Source: an optimization exercise on an open RTL-to-GDS flow (aim: small area). Production flows keep margins and buffers that such runs may drop.
Only simulation tests tie the RTL to the original design; equivalence was not proved.
Power is estimated from default activity; no workload was simulated.

Setup of alpha:
==> flow/design.v <==
package aurora_lane_pkg;
   localparam int unsigned MAX_LANES = 8;
   localparam int unsigned IDX_W     = 4;
   typedef enum logic [1:0] {
      ST_ACTIVE = 2'd0,
      ST_CHECK  = 2'd1,
      ST_BLANK  = 2'd2
   } lane_state_e;
   typedef logic [MAX_LANES-1:0][IDX_W-1:0] lane_vec_t;
   function automatic lane_vec_t identity_map(input int unsigned num_lanes);
      identity_map = '0;
      for (int unsigned i = 0; i < MAX_LANES; i++) begin
         if (i < num_lanes) identity_map[i] = IDX_W'(i);
      end
   endfunction
   function automatic logic map_is_perm(input lane_vec_t m, input int unsigned num_lanes);
      logic [MAX_LANES*IDX_W-1:0] f;
      f = m;
      map_is_perm = 1'b1;
      for (int i = 0; i < MAX_LANES; i++) begin
         if (i < num_lanes) begin
            if (32'(f[i*IDX_W +: IDX_W]) >= num_lanes) map_is_perm = 1'b0;
            for (int j = 0; j < MAX_LANES; j++) begin
               if ((j < i) && (f[j*IDX_W +: IDX_W] == f[i*IDX_W +: IDX_W])) map_is_perm = 1'b0;
            end
         end
      end
   endfunction
endpackage
module aurora_lane_oai2 (
   input  logic [1:0] dn,
   input  logic [1:0] sn,
   output logic       p
);
   assign p = ~(&(dn | sn));
endmodule
module aurora_lane_ao2 (
   input  logic [1:0] d,
   input  logic [1:0] s,
   input  logic       p,
   output logic       y
);
   assign y = (|(d & s)) | p;
endmodule
module aurora_lane_sel4 (
   input  logic [1:0] dn,
   input  logic [1:0] sn,
   input  logic [3:2] d,
   input  logic [3:2] s,
   output logic       y
);
   logic p;
   aurora_lane_oai2 u_a (.dn(dn), .sn(sn), .p(p));
   aurora_lane_ao2  u_b (.d(d), .s(s), .p(p), .y(y));
endmodule
module aurora_lane_xbar #(
   parameter int unsigned NUM_LANES = 4,
   parameter int unsigned DATA_W    = 64
) (
   input  logic [NUM_LANES*NUM_LANES-1:0] sel,
   input  logic [NUM_LANES*NUM_LANES-1:0] sel_n,
   input  logic [NUM_LANES*DATA_W-1:0]    in_data,
   input  logic [NUM_LANES-1:0]           in_valid,
   output logic [NUM_LANES*DATA_W-1:0]    out_data,
   output logic [NUM_LANES-1:0]           out_valid
);
   for (genvar i = 0; i < NUM_LANES; i++) begin : g_lane
      for (genvar b = 0; b < DATA_W; b++) begin : g_bit
         logic [3:0] d;
         for (genvar j = 0; j < NUM_LANES; j++) begin : g_in
            assign d[j] = in_data[j*DATA_W + b];
         end
         aurora_lane_sel4 u_sel (.dn(d[1:0]), .sn(sel_n[i*NUM_LANES +: 2]),
                                 .d(d[3:2]), .s(sel[i*NUM_LANES+2 +: 2]),
                                 .y(out_data[i*DATA_W + b]));
      end
      assign out_valid[i] = |(in_valid & sel[i*NUM_LANES +: NUM_LANES]);
   end
endmodule
module aurora_lane_mapper #(
   parameter int unsigned NUM_LANES    = 4,
   parameter int unsigned DATA_W       = 64,
   parameter int unsigned SEL_W        = $clog2(NUM_LANES),
   parameter int unsigned BLANK_CYCLES = 16
) (
   input  logic                        user_clk,
   input  logic                        reset,
   input  logic [NUM_LANES*SEL_W-1:0]  cfg_map,
   input  logic [NUM_LANES-1:0]        cfg_invert,
   input  logic                        cfg_valid,
   output logic                        cfg_ready,
   output logic                        cfg_err,
   output logic                        map_busy,
   output logic [NUM_LANES*SEL_W-1:0]  cur_map,
   input  logic [NUM_LANES*DATA_W-1:0] gt_rx_data,
   input  logic [NUM_LANES-1:0]        gt_rx_valid,
   output logic [NUM_LANES*DATA_W-1:0] au_rx_data,
   output logic [NUM_LANES-1:0]        au_rx_valid,
   input  logic [NUM_LANES*DATA_W-1:0] au_tx_data,
   input  logic [NUM_LANES-1:0]        au_tx_valid,
   output logic [NUM_LANES*DATA_W-1:0] gt_tx_data,
   output logic [NUM_LANES-1:0]        gt_tx_valid
);
   localparam int unsigned CNT_W = (BLANK_CYCLES > 1) ? $clog2(BLANK_CYCLES) : 1;
   localparam logic [CNT_W-1:0] CNT_LAST = CNT_W'(BLANK_CYCLES - 1);
   aurora_lane_pkg::lane_state_e state_q, state_d;
   logic [CNT_W-1:0] cnt_q;
   logic [NUM_LANES*SEL_W-1:0] ident_map;
   logic [NUM_LANES*SEL_W-1:0] shadow_map_q;
   logic [NUM_LANES*SEL_W-1:0] active_map_q;
   logic [NUM_LANES-1:0]       shadow_inv_q;
   logic [NUM_LANES-1:0]       active_inv_q;
   logic                       cfg_err_q;
   logic      map_ok;
   logic      accept;
   logic      blank_done;
   logic [NUM_LANES*NUM_LANES-1:0] sel_q, sel_d;
   logic [NUM_LANES*NUM_LANES-1:0] sel_rx, sel_tx;
   logic [NUM_LANES*SEL_W-1:0]     map_d;
   logic [NUM_LANES-1:0]           rx_vin;
   logic [NUM_LANES*DATA_W-1:0] gt_rx_data_q, au_tx_data_q;
   logic [NUM_LANES-1:0]        gt_rx_valid_q, au_tx_valid_q;
   for (genvar g = 0; g < NUM_LANES; g++) begin : g_ident
      assign ident_map[g*SEL_W +: SEL_W] = SEL_W'(g);
   end
   assign accept     = (state_q == aurora_lane_pkg::ST_ACTIVE) && cfg_valid;
   assign blank_done = (state_q == aurora_lane_pkg::ST_BLANK) && (cnt_q == CNT_LAST);
   assign cur_map    = active_map_q;
   assign cfg_err    = cfg_err_q;
   always_comb begin
      map_ok = 1'b1;
      for (int i = 0; i < NUM_LANES; i++) begin
         if (32'(shadow_map_q[i*SEL_W +: SEL_W]) >= NUM_LANES) map_ok = 1'b0;
         for (int j = 0; j < i; j++) begin
            if (shadow_map_q[j*SEL_W +: SEL_W] == shadow_map_q[i*SEL_W +: SEL_W]) map_ok = 1'b0;
         end
      end
   end
   always_ff @(posedge user_clk or posedge reset) begin
      if (reset) state_q <= aurora_lane_pkg::ST_ACTIVE;
      else       state_q <= state_d;
   end
   always_comb begin
      state_d   = state_q;
      cfg_ready = 1'b0;
      map_busy  = 1'b0;
      case (state_q)
         aurora_lane_pkg::ST_ACTIVE: begin
            cfg_ready = 1'b1;
            if (cfg_valid) state_d = aurora_lane_pkg::ST_CHECK;
         end
         aurora_lane_pkg::ST_CHECK: begin
            map_busy = 1'b1;
            state_d  = map_ok ? aurora_lane_pkg::ST_BLANK : aurora_lane_pkg::ST_ACTIVE;
         end
         aurora_lane_pkg::ST_BLANK: begin
            map_busy = 1'b1;
            if (cnt_q == CNT_LAST) state_d = aurora_lane_pkg::ST_ACTIVE;
         end
         default: state_d = aurora_lane_pkg::ST_ACTIVE;
      endcase
   end
   always_ff @(posedge user_clk or posedge reset) begin
      if (reset) begin
         cnt_q        <= '0;
         active_map_q <= ident_map;
         active_inv_q <= '0;
         cfg_err_q    <= 1'b0;
         sel_q        <= '0;
      end else begin
         cfg_err_q <= (state_q == aurora_lane_pkg::ST_CHECK) && !map_ok;
         cnt_q     <= ((state_q == aurora_lane_pkg::ST_BLANK) && !blank_done) ? cnt_q + 1'b1 : '0;
         sel_q     <= sel_d;
         if (blank_done) begin
            active_map_q <= shadow_map_q;
            active_inv_q <= shadow_inv_q;
         end
      end
   end
   assign map_d = blank_done ? shadow_map_q : active_map_q;
   always_comb begin
      rx_vin = '0;
      for (int unsigned i = 0; i < NUM_LANES; i++) begin
         for (int unsigned j = 0; j < NUM_LANES; j++) begin
            sel_d[i*NUM_LANES+j] = (state_q != aurora_lane_pkg::ST_BLANK) &&
                                   (map_d[i*SEL_W +: SEL_W] == SEL_W'(j));
            sel_rx[i*NUM_LANES+j] = sel_q[i*NUM_LANES+j];
            sel_tx[j*NUM_LANES+i] = sel_q[i*NUM_LANES+j];
            rx_vin[j] = rx_vin[j] | ((active_map_q[i*SEL_W +: SEL_W] == SEL_W'(j)) & active_inv_q[i]);
         end
      end
   end
   always_ff @(posedge user_clk) begin
      if (accept) begin
         shadow_map_q <= cfg_map;
         shadow_inv_q <= cfg_invert;
      end
   end
   localparam logic [NUM_LANES*DATA_W-1:0] STORE_INV = {{(NUM_LANES-2)*DATA_W{1'b0}}, {2*DATA_W{1'b1}}};
   logic [NUM_LANES*DATA_W-1:0] rx_flip, tx_flip;
   for (genvar g = 0; g < NUM_LANES; g++) begin : g_flip
      assign rx_flip[g*DATA_W +: DATA_W] = {DATA_W{rx_vin[g]}};
      assign tx_flip[g*DATA_W +: DATA_W] = {DATA_W{active_inv_q[g]}};
   end
   always_ff @(posedge user_clk) begin
      gt_rx_data_q  <= gt_rx_data ^ rx_flip ^ STORE_INV;
      gt_rx_valid_q <= gt_rx_valid;
      au_tx_data_q  <= au_tx_data ^ tx_flip ^ STORE_INV;
      au_tx_valid_q <= au_tx_valid;
   end
   aurora_lane_xbar #(
      .NUM_LANES (NUM_LANES),
      .DATA_W    (DATA_W)
   ) u_rx_xbar (
      .sel       (sel_rx),
      .sel_n     (~sel_rx),
      .in_data   (gt_rx_data_q),
      .in_valid  (gt_rx_valid_q),
      .out_data  (au_rx_data),
      .out_valid (au_rx_valid)
   );
   aurora_lane_xbar #(
      .NUM_LANES (NUM_LANES),
      .DATA_W    (DATA_W)
   ) u_tx_xbar (
      .sel       (sel_tx),
      .sel_n     (~sel_tx),
      .in_data   (au_tx_data_q),
      .in_valid  (au_tx_valid_q),
      .out_data  (gt_tx_data),
      .out_valid (gt_tx_valid)
   );
endmodule
clock: 4.0 ns
lec_check: 0
cap_margin: 20
core_area: 5 5 245 245
die_area: 0 0 250 250
setup_slack_margin: 0.1
slew_margin: 20
synth_hierarchical: 1
standard.sh (not shown) runs the stock make flow with config.mk's settings and CLKGATE_MAP_FILE= SYNTH_SCRIPT=/design/flow/synth_recipe.tcl, a recipe that flattens the netlist after the stock synthesis.
==> flow/flow/run.sh <==
#!/bin/bash
# Standard ORFS flow (standard.sh) with these changes:
#  - plain buf_1 cells as the port buffers, kept (dont_touch) from placement to the end;
#  - the synthesized combinational cells swapped to their smallest size after floorplan;
#  - pins placed one track apart, so the die can be smaller;
#  - clock tree from clkbuf_8 in clusters of up to 16 sinks, without dummy loads.
HERE=$(cd "$(dirname "$0")" && pwd)
export BUFFER_PORTS_ARGS="-buffer_cell sky130_fd_sc_hd__buf_1"
export POST_FLOORPLAN_TCL="$HERE/downsize.tcl"
export POST_GLOBAL_PLACE_TCL="$HERE/keep_port_buffers.tcl"
export PRE_FINAL_REPORT_TCL="$HERE/release_port_buffers.tcl"
export PLACE_PINS_ARGS="-min_distance 1 -min_distance_in_tracks"
export CTS_ARGS="-sink_clustering_enable -repair_clock_nets -dont_use_dummy_load -sink_clustering_size 16 -sink_clustering_max_diameter 60 -buf_list {sky130_fd_sc_hd__clkbuf_8}"
bash standard.sh > standard.log 2>&1
==> flow/flow/downsize.tcl <==
# Swap each combinational cell for the smallest-area cell of the same function
# (same base name, same pins), e.g. a221oi_2 -> a221oi_1. Timing repair later
# upsizes cells again where a path needs it. Registers are left as they are.
set db [ord::get_db]
set block [ord::get_db_block]
set dont_use [expr {[info exists ::env(DONT_USE_CELLS)] ? $::env(DONT_USE_CELLS) : ""}]
proc pin_sig {m} {
  set names {}
  foreach t [$m getMTerms] { lappend names [$t getName] }
  return [lsort $names]
}
array set best {}
foreach lib [$db getLibs] {
  foreach m [$lib getMasters] {
    set n [$m getName]
    if {[lsearch -exact $dont_use $n] >= 0} { continue }
    if {![regexp {^(sky130_fd_sc_hd__[a-z0-9]+)_[0-9]+$} $n -> base]} { continue }
    set area [expr {[$m getWidth] * [$m getHeight]}]
    set key "$base|[pin_sig $m]"
    if {![info exists best($key)] || $area < [lindex $best($key) 1]} {
      set best($key) [list $m $area]
    }
  }
}
set swapped 0
foreach inst [$block getInsts] {
  set m [$inst getMaster]
  set n [$m getName]
  if {![regexp {^(sky130_fd_sc_hd__[a-z0-9]+)_[0-9]+$} $n -> base]} { continue }
  if {[regexp {^sky130_fd_sc_hd__(s?df|s?edf|dl|clk|conb|tap|fill|decap|diode)} $n]} { continue }
  set key "$base|[pin_sig $m]"
  if {![info exists best($key)]} { continue }
  lassign $best($key) bm barea
  if {$barea < [$m getWidth] * [$m getHeight]} {
    $inst swapMaster $bm
    incr swapped
  }
}
puts "downsize.tcl: swapped $swapped instances to smaller cells"
Other scripts of this flow, unchanged in this note and not shown: flow/flow/keep_port_buffers.tcl, flow/flow/release_port_buffers.tcl
For beta, these inputs were changed with respect to alpha:
Settings: changing DIE_AREA from 0 0 250 250 to 0 0 220 220; changing CAP_MARGIN from 20 to 5; changing SLEW_MARGIN from 20 to 5; setting PLACE_DENSITY to 0.8 for the first time; changing CORE_AREA from 5 5 245 245 to 5 5 215 215.
[summary]
- Summary of the comparison: routed wire length is lower in beta, relative to alpha.
- Relative to alpha, detailed router's first-iteration violation count has gone up in beta.
- The worst setup path startpoint comes out sel_q[12] in one run and sel_q[10] in the other, namely in beta and alpha respectively.
- The lower combinational power of beta and alpha is in beta.
- Compared with alpha, beta shows a core box area that is about 23% lower.
- Worst hold slack is lower on alpha
The inputs of gamma differ from those of beta as listed below.
Settings: clearing PLACE_DENSITY, which used to be 0.8.
--- a/flow/flow/run.sh
+++ b/flow/flow/run.sh
@@ -5,2 +5,3 @@
 #  - pins placed one track apart, so the die can be smaller;
+#  - no buffers larger than the ones kept below for fanout repair;
 #  - clock tree from clkbuf_8 in clusters of up to 16 sinks, without dummy loads.
@@ -13,2 +14,4 @@
 export CTS_ARGS="-sink_clustering_enable -repair_clock_nets -dont_use_dummy_load -sink_clustering_size 16 -sink_clustering_max_diameter 60 -buf_list {sky130_fd_sc_hd__clkbuf_8}"
+# The platform appends its own dont-use list to this one.
+export DONT_USE_CELLS="sky130_fd_sc_hd__buf_4 sky130_fd_sc_hd__buf_6 sky130_fd_sc_hd__buf_8 sky130_fd_sc_hd__buf_12 sky130_fd_sc_hd__buf_16"
 bash standard.sh > standard.log 2>&1
[summary]
beta has a lower final-layout worst hold slack than gamma. Internal power consumption: gamma vs beta, no meaningful difference. The layout overhead on the synthesized area of gamma and that of beta are within noise of each other. Against beta, worst relative slew slack in gamma came out better. From gamma to beta, synthesized netlist cell count did not move at all. Diff beta -> gamma: wire length shows an increase of 3.6 mm, average detailed-routed wire length per instance shows an increase of 2.7%, utilization shows no meaningful change, power shows an increase of 0.34%. From beta to gamma, critical path depth did not move at all.
[inputs] delta vs gamma
--- a/flow/flow/run.sh
+++ b/flow/flow/run.sh
@@ -5,3 +5,3 @@
 #  - pins placed one track apart, so the die can be smaller;
-#  - no buffers larger than the ones kept below for fanout repair;
+#  - fanout and timing repair limited to small buffers (small_buffers.tcl);
 #  - clock tree from clkbuf_8 in clusters of up to 16 sinks, without dummy loads.
@@ -14,4 +14,5 @@
 export CTS_ARGS="-sink_clustering_enable -repair_clock_nets -dont_use_dummy_load -sink_clustering_size 16 -sink_clustering_max_diameter 60 -buf_list {sky130_fd_sc_hd__clkbuf_8}"
-# The platform appends its own dont-use list to this one.
-export DONT_USE_CELLS="sky130_fd_sc_hd__buf_4 sky130_fd_sc_hd__buf_6 sky130_fd_sc_hd__buf_8 sky130_fd_sc_hd__buf_12 sky130_fd_sc_hd__buf_16"
+for s in GLOBAL_PLACE RESIZE REPAIR_TIMING_POST_PLACE CTS GLOBAL_ROUTE DETAIL_PLACE; do
+  export PRE_${s}_TCL="$HERE/small_buffers.tcl"
+done
 bash standard.sh > standard.log 2>&1
==> flow/flow/small_buffers.tcl (new file) <==
# Keep the resizer's fanout and timing repair to small buffers.
set_dont_use {sky130_fd_sc_hd__buf_4 sky130_fd_sc_hd__buf_6 sky130_fd_sc_hd__buf_8 sky130_fd_sc_hd__buf_12 sky130_fd_sc_hd__buf_16}
puts "small_buffers.tcl: dont_use {sky130_fd_sc_hd__buf_4 sky130_fd_sc_hd__buf_6 sky130_fd_sc_hd__buf_8 sky130_fd_sc_hd__buf_12 sky130_fd_sc_hd__buf_16}"
Results
Compared to gamma, delta has final period utilization 1.0 points higher. Between gamma and delta, the flow reports count of plain and timing-repair buffers in the layout decreasing slightly. Cmp gamma and delta / minimum period implied by the final worst setup slack / higher: delta. Diff delta..gamma | post-cts gate resize count | unchanged. The more densely filled core belongs to delta, not gamma. Going from gamma to delta, the met1 track demand over resource in global routing was found to have gone up by 0.54 points.
Here is what was changed in the inputs of epsilon compared with delta.
--- a/flow/flow/run.sh
+++ b/flow/flow/run.sh
@@ -5,3 +5,2 @@
 #  - pins placed one track apart, so the die can be smaller;
-#  - fanout and timing repair limited to small buffers (small_buffers.tcl);
 #  - clock tree from clkbuf_8 in clusters of up to 16 sinks, without dummy loads.
@@ -14,5 +13,2 @@
 export CTS_ARGS="-sink_clustering_enable -repair_clock_nets -dont_use_dummy_load -sink_clustering_size 16 -sink_clustering_max_diameter 60 -buf_list {sky130_fd_sc_hd__clkbuf_8}"
-for s in GLOBAL_PLACE RESIZE REPAIR_TIMING_POST_PLACE CTS GLOBAL_ROUTE DETAIL_PLACE; do
-  export PRE_${s}_TCL="$HERE/small_buffers.tcl"
-done
 bash standard.sh > standard.log 2>&1
removed: flow/flow/small_buffers.tcl
[summary]
Between epsilon and delta, the hold slack is lower for delta. Fraction of the cycle the final worst path needs: epsilon vs delta down 1.0 points. No stage failed in epsilon, and the final checks on the layout all came back clean. Taking delta as the reference, in epsilon total power went down by 0.079 mW; setup slack picked up an extra 0.040 ns; total global routing track utilization grew by 0.48 points.

## separate check: timing with driven ports
In the flow no input, the clock included, has a driving cell. The finished layouts below were timed again as built, in two steps.
Step 1 (the two cells are an assumption about what drives the block):
set clk [get_ports {user_clk}]
set_driving_cell -lib_cell sky130_fd_sc_hd__clkbuf_16 $clk
set_driving_cell -lib_cell sky130_fd_sc_hd__buf_2 [delete_from_list [all_inputs] $clk]
Step 2 also shifts input and output timing later by t, the mid clock arrival at the registers, as if the neighbouring blocks saw the same clock.
Slacks: no drivers / after step 1 / after step 2; pairs: no drivers / after step 1.
| run | t (ns) | setup slack, ns | clock arrival spread, ns | pins driven straight from the clock port |
|---|---|---|---|---|
| alpha | 0.742 | 0.396 / 0.334 / 1.076 | 0.055 / 0.054 | 1 |
| beta | 0.720 | 0.331 / 0.270 / 0.990 | 0.048 / 0.048 | 1 |
| gamma | 0.720 | 0.345 / 0.289 / 1.009 | 0.089 / 0.089 | 1 |
| delta | 0.718 | 0.305 / 0.248 / 0.966 | 0.051 / 0.050 | 1 |
| epsilon | 0.720 | 0.345 / 0.289 / 1.009 | 0.089 / 0.089 | 1 |
After both steps setup and hold are still met in every run listed.
